This design comes from an exercise in tuning for small area, a short achievable clock period and few clock cycles on the open sky130 flow, not from production work. Function was not checked in any run shown here: the RTL went through the layout flow alone.

## flow/design.v (module list and top-level ports; edited modules follow where they fit)
// module mm_engine: 3125 lines
// module mm_sys_top: 134 lines
module mm_sys_top (
  input  wire                          arm_clk,
  input  wire                          rst,
  input  wire                          job_valid,
  input  wire [3:0]                    job_m,
  input  wire [3:0]                    job_n,
  input  wire [3:0]                    job_p,
  input  wire                          data_valid,
  input  wire [31:0]                   data_word,
  output logic                         result_valid,
  output logic [31:0]                  result_data,
  output logic                         busy,
  output logic                         done
);
  // ...
==> flow/flow/run.sh <==
#!/bin/bash
set -e
echo "export SETUP_SLACK_MARGIN = 6.3" >> config.mk
bash standard.sh > standard.log 2>&1
==> flow/standard.sh <==
#!/bin/bash
# synth_recipe.tcl (not shown) runs the flow's synth.tcl, then flattens the netlist and writes it again
# the make line also repeats each setting of config.mk as NAME=value (left out here)
make -C /OpenROAD-flow-scripts/flow DESIGN_CONFIG=/design/flow/config.mk WORK_HOME=/design/flow/orfs CLKGATE_MAP_FILE= SYNTH_SCRIPT=/design/flow/synth_recipe.tcl "${@:-finish}"
==> flow/config.mk <==
export PLATFORM = sky130hd
export DESIGN_NAME = mm_sys_top
export DESIGN_NICKNAME = mm_sys_top
export VERILOG_FILES = /design/flow/design.v
export SDC_FILE = /design/flow/constraint.sdc
export NUM_CORES = 4
export LEC_CHECK = 0
export ABC_CLOCK_PERIOD_IN_PS = 3000
export CAP_MARGIN = 20
export CELL_PAD_IN_SITES_DETAIL_PLACEMENT = 1
export CORE_MARGIN = 2
export CORE_UTILIZATION = 30
export CTS_CLUSTER_DIAMETER = 150
export CTS_CLUSTER_SIZE = 20
export PLACE_DENSITY = 0.4
export SLEW_MARGIN = 20
export SYNTH_MEMORY_MAX_BITS = 16384
export SETUP_SLACK_MARGIN = 6.3
==> flow/constraint.sdc <==
create_clock -name core_clock -period 10.0 [get_ports {arm_clk}]
set_input_delay 2.0000 -clock core_clock [delete_from_list [all_inputs] [get_ports {arm_clk}]]
set_output_delay 2.0000 -clock core_clock [all_outputs]
set_load 0.01 [all_outputs]
==> impl_metrics.toml, run 1 <==
[grt]
antenna_found_initial = 9
overflow_after_grt = 0

[cells_and_area]
area_of_the_multi_input_gates_sq_mm = 0.0193
layout.nonclk_buf_share_pct = 2.43
post_route_cells_drive_above_1_share_pct = 8.56
layoutNonFillerInstCount = 6506
finish.instance_area_sq_mm = 0.0647
layout_top_registers = "fr: 512 flops, wc: 512 flops"
seq_cell_count = 1283

[die]
coreArea_sq_mm = 0.192

[place]
place.detailed.hpwl_um = 127000

[timing]
timing.final.setup_violations = 0
rsz0062_at_grt = "true"
timing.max_slew.rel_slack_pct = 24.2

[clock_network]
clkLatencyLatePin_ps = 720
cts-root-to-sink-buffers = 3
cts_hold_buf = 0
cts-resized-gates = 167
tritoncts_num_sinks = 1283

[logic_synthesis]
muxShareOfSynthArea_pct = 0.262
avgSynthCellArea_sq_um = 15.1
synthDistinctLibCells = 58
synth_async_sr_flop_share_pct = 0.701
post_synth_inst_count = 3833

[critical_path]
r2r_start = "u_dot.r1432$_DFF_P_"
slowest_stage = "sky130_fd_sc_hd__fa_1"
cp-start-kind = "register"
arrival_ps = 4420
critPathTopFamily = "adder cells"
r2r_slack_ps = 6180

[status]
outcome = "finished clean"

[drt]
detail_route.vias_per_cell = 4.90
post_drt_wl_per_cell_um = 27.4
==> run 2: changes to the inputs <==
--- a/flow/config.mk
+++ b/flow/config.mk
@@ -10,8 +10,8 @@
 export CELL_PAD_IN_SITES_DETAIL_PLACEMENT = 1
 export CORE_MARGIN = 2
 export CORE_UTILIZATION = 30
-export CTS_CLUSTER_DIAMETER = 150
-export CTS_CLUSTER_SIZE = 20
+export CTS_CLUSTER_DIAMETER = 180
+export CTS_CLUSTER_SIZE = 25
 export PLACE_DENSITY = 0.4
 export SLEW_MARGIN = 20
 export SYNTH_MEMORY_MAX_BITS = 16384
==> run 2 against run 1 <==
Compared with the run above:
- still clean
- global-route usage fell by 0.14 points
- via count fell by 0.13%
- routed wire length fell by 0.33%
- cell count barely moved
- sequential share of layout area rose by 0.38 points
- critical path depth did not move
- worst hold slack improved by 6.6 ps
- worst setup slack got worse by 3.4 ps
- non-clock buffer count rose by 21
- cell area fell by 0.48%
- critical path type unchanged
- critical endpoint unchanged
- largest cell class unchanged
==> impl_metrics.toml, run 2 <==
[logic_synthesis]
share_of_the_yosys_chip_area_belonging_to_registers_pct = 62.6
post_synthesis_cell_area_sq_mm = 0.0578
synth.net_count = 4388
synth_edf_count = 1043
post_synth_inst_count = 3833
synthMostInstantiatedCell = "sky130_fd_sc_hd__edfxtp_1"
avgSynthCellArea_sq_um = 15.1
netlist_top_cells_area = "sky130_fd_sc_hd__edfxtp_1 (54%), sky130_fd_sc_hd__fa_1 (17%), sky130_fd_sc_hd__dfxtp_1 (8.0%)"
synthDistinctLibCells = 58
synth_top_area_share_pct = 54.2
synth_top_cell_by_area = "sky130_fd_sc_hd__edfxtp_1"
ys_seq_elements = 1283
synth.yosys.warnings = 2
synth.top_cells.by_count = "sky130_fd_sc_hd__edfxtp_1 (1043), sky130_fd_sc_hd__inv_1 (512), sky130_fd_sc_hd__fa_1 (478), sky130_fd_sc_hd__and2_1 (280), sky130_fd_sc_hd__nand2_1 (249)"
synth_async_sr_flop_share_pct = 0.701
ys.flop_type = "sky130_fd_sc_hd__edfxtp_1"

[critical_path]
slowest_stage = "sky130_fd_sc_hd__fa_1"
worst_r2r_endpoint = "result_data[17]$_DFF_P_"
path_class = "reg2reg"
crit_path_cell_trace = "inv_2 -> fa_1 -> inv_1 -> fa_2 -> fa_1 -> inv_1 -> fa_1 -> inv_2 -> ha_4 -> and4_4 -> nand2_2 -> o31a_1 -> and3_4 -> a2111oi_4"
r2r_start = "u_dot.r1432$_DFF_P_"
critPathTopFamily = "adder cells"
worst_ep_required_time_ps = 10600
r2r_slack_ps = 6180
crit_top_cell = "sky130_fd_sc_hd__fa_1"
r2r.worst_path.cells = 14
critical_path.n_buffers_inverters = 4
worstSetupEndpointType = "register"
critPathMaxStageDelay_ps = 520
critical_path.max_fanout = 3
cp-start-kind = "register"
cp-startpoint = "u_dot.r1432$_DFF_P_"
arrival_ps = 4430

[timing]
drv_slew = 0
timing.max_slew.rel_slack_pct = 24.8
achievable-frequency_mhz = 262
rsz0062_at_grt = "true"
min_period_over_period_pct = 38.2
timing.final.setup_violations = 0
finalWorstPathRequiredPeriod_ps = 3820
fin_hold_ws_ps = 369
tightest_slew_ps = 1120
finalWorstSetupSlack_ps = 6180
final-hold-violation-count = 0
finalClockSkew_ps = 52.4
finalSetupTns_ps = 0

[place]
finalWeightedCongestion = 0.828
place_inst = 6339
port_buffers = 79
dpl_cell_area_sq_mm = 0.0616
place.detailed.hpwl_um = 127000
placement.setup.worst_slack_ps = 5010

[drt]
drt_wl_total_um = 178000
drt_pass1_iterations = 5
drt_iter0_markers = 2548
route.met3.wl_um = 7860
drt-met1-wl_um = 83300
detail_route.vias_per_cell = 4.89
antenna_violating_nets_post_route = 0
met2_length_um = 82500
route.detailed.drc = 0
routed.top_layer = "met5"
post_drt_wl_per_cell_um = 27.3
via_count = 31800

[clock_network]
cts-root-to-sink-buffers = 3
tritoncts = "done"
cts_inserted_buffers = 57
number_of_h_tree_levels = 2
clkLatencyLatePin_ps = 740
tritoncts_num_sinks = 1283
worst_setup_hold_path_clk_slew_ps = 110
cts.root.buffer_cell = "sky130_fd_sc_hd__clkbuf_16"
cts_hold_buf = 0

[die]
coreArea_sq_mm = 0.192
row_count = 161
design.portCount = 83
floorplan.initialDensity_pct = 30.1
die_area_sq_mm = 0.196
floorplan.die.height_um = 443
die_width_um = 443

[cells_and_area]
utilization_pct = 33.6
finish.instance_area_sq_mm = 0.0644
layoutNonFillerInstCount = 6500
layout-area-overhead-vs-synth_pct = 11.5
design.final.nets = 4473
post_route_cells_drive_above_1_share_pct = 9.20
most_frequent_cells_in_the_layout = "sky130_fd_sc_hd__edfxtp_1 (1043), sky130_fd_sc_hd__inv_1 (506), sky130_fd_sc_hd__fa_1 (443)"
layout_top_registers = "fr: 512 flops, wc: 512 flops"
layout.cells.most_common = "sky130_fd_sc_hd__edfxtp_1"

[min_path]
timing.hold.worst.class = "reg2reg"
min_to = "result_valid$_DFF_PP0_"
whs_path_depth = 0
hold_start = "v1$_DFF_PP0_"

[grt]
antenna_found_initial = 9
grt_usage_pct = 17.8
number_of_global_route_vias_before_repair = 34200
overflow_after_grt = 0
grt_max_degree = 154
global_route_wire_length_before_repair_um = 254000

[job]
drv.max_cap_violation_count = 0

[status]
outcome = "finished clean"
[run 2: routing by layer]
| layer | up-vias | global-route usage, % |
|---|---|---|
| met5 | - | 0 |
| met2 | 705 | 28.8 |
| met3 | 170 | 2.36 |
| met4 | 2 | 4.01 |
| li1 | 13800 | - |
| met1 | 17100 | 25.5 |
[run 2: area by class of cell]
type / instances / area [sq um]
multi-input cells: 1893 / 19300
fillers: 19900 / 128000
diodes: 7 / 17.5
clock buffers: 103 / 1620
repair inverters: 1 / 5.00
inverters: 513 / 1930
repair buffers: 169 / 1740
clock inverters: 5 / 67.6
well taps: 2526 / 3160
flip-flops and latches: 1283 / 36500
[run 2: kinds of logic after synthesis]
| logic type | count (synthesis) | synth area share, % |
|---|---|---|
| adder cells (fa/ha/maj) | 507 | 17.2 |
| flip-flops | 1283 | 62.6 |
| XOR/XNOR | 22 | 0.333 |
| multiplexers | 8 | 0.262 |
| AO/OA/AOI/OAI | 695 | 9.52 |
| AND/OR/NAND/NOR | 660 | 5.73 |
| buffers and inverters | 658 | 4.39 |
[run 2: worst max-delay path by stage]
stage	endpoint	slack, ps	cells past startpoint
finish	result_data[17]$_DFF_P_	6180	14
global route	result_data[17]$_DFF_P_	6080	14
CTS	result_data[17]$_DFF_P_	6070	14
detailed placement	fr[508]$_DFFE_PP_	5010	4
global placement	fr[188]$_DFFE_PP_	4710	4
floorplan	wc[0]$_DFFE_PP_	3190	6
[run 2: what timing repair did]
action                                  CTS  global route
pin swaps                                 8            14
buffers inserted                         16            24
gates cloned                              5             1
resized for setup                       183           110
endpoints found under the setup margin  987           224

-- re-timing with driven ports --
No port has a modelled driver above. Below, the same layouts with a new extraction and two added sets of constraints.
Step 1 assumes that a clkbuf_16 drives the clock port and a buf_2 every other input.
Step 2 times the ports against the registers' clock, not the clock port: input delays grow and output delays shrink by t, the midpoint of the rising clock arrivals with the driver on.
Slacks: no drivers / after step 1 / after step 2; pairs: no drivers / after step 1.
run | t, ns | setup slack, ns | worst hold slack (ns) | pins driven straight from the clock port
run 1 | 0.776 | 6.180 / 6.180 / 5.616 | 0.363 / 0.363 / 0.363 | 1
run 2 | 0.794 | 6.177 / 6.177 / 5.597 | 0.369 / 0.369 / 0.369 | 1
After both steps every run listed still meets setup and hold. For run 2, which loses most, drivers alone change the setup slack by 0.000 ns; drivers and shift together by -0.580 ns.
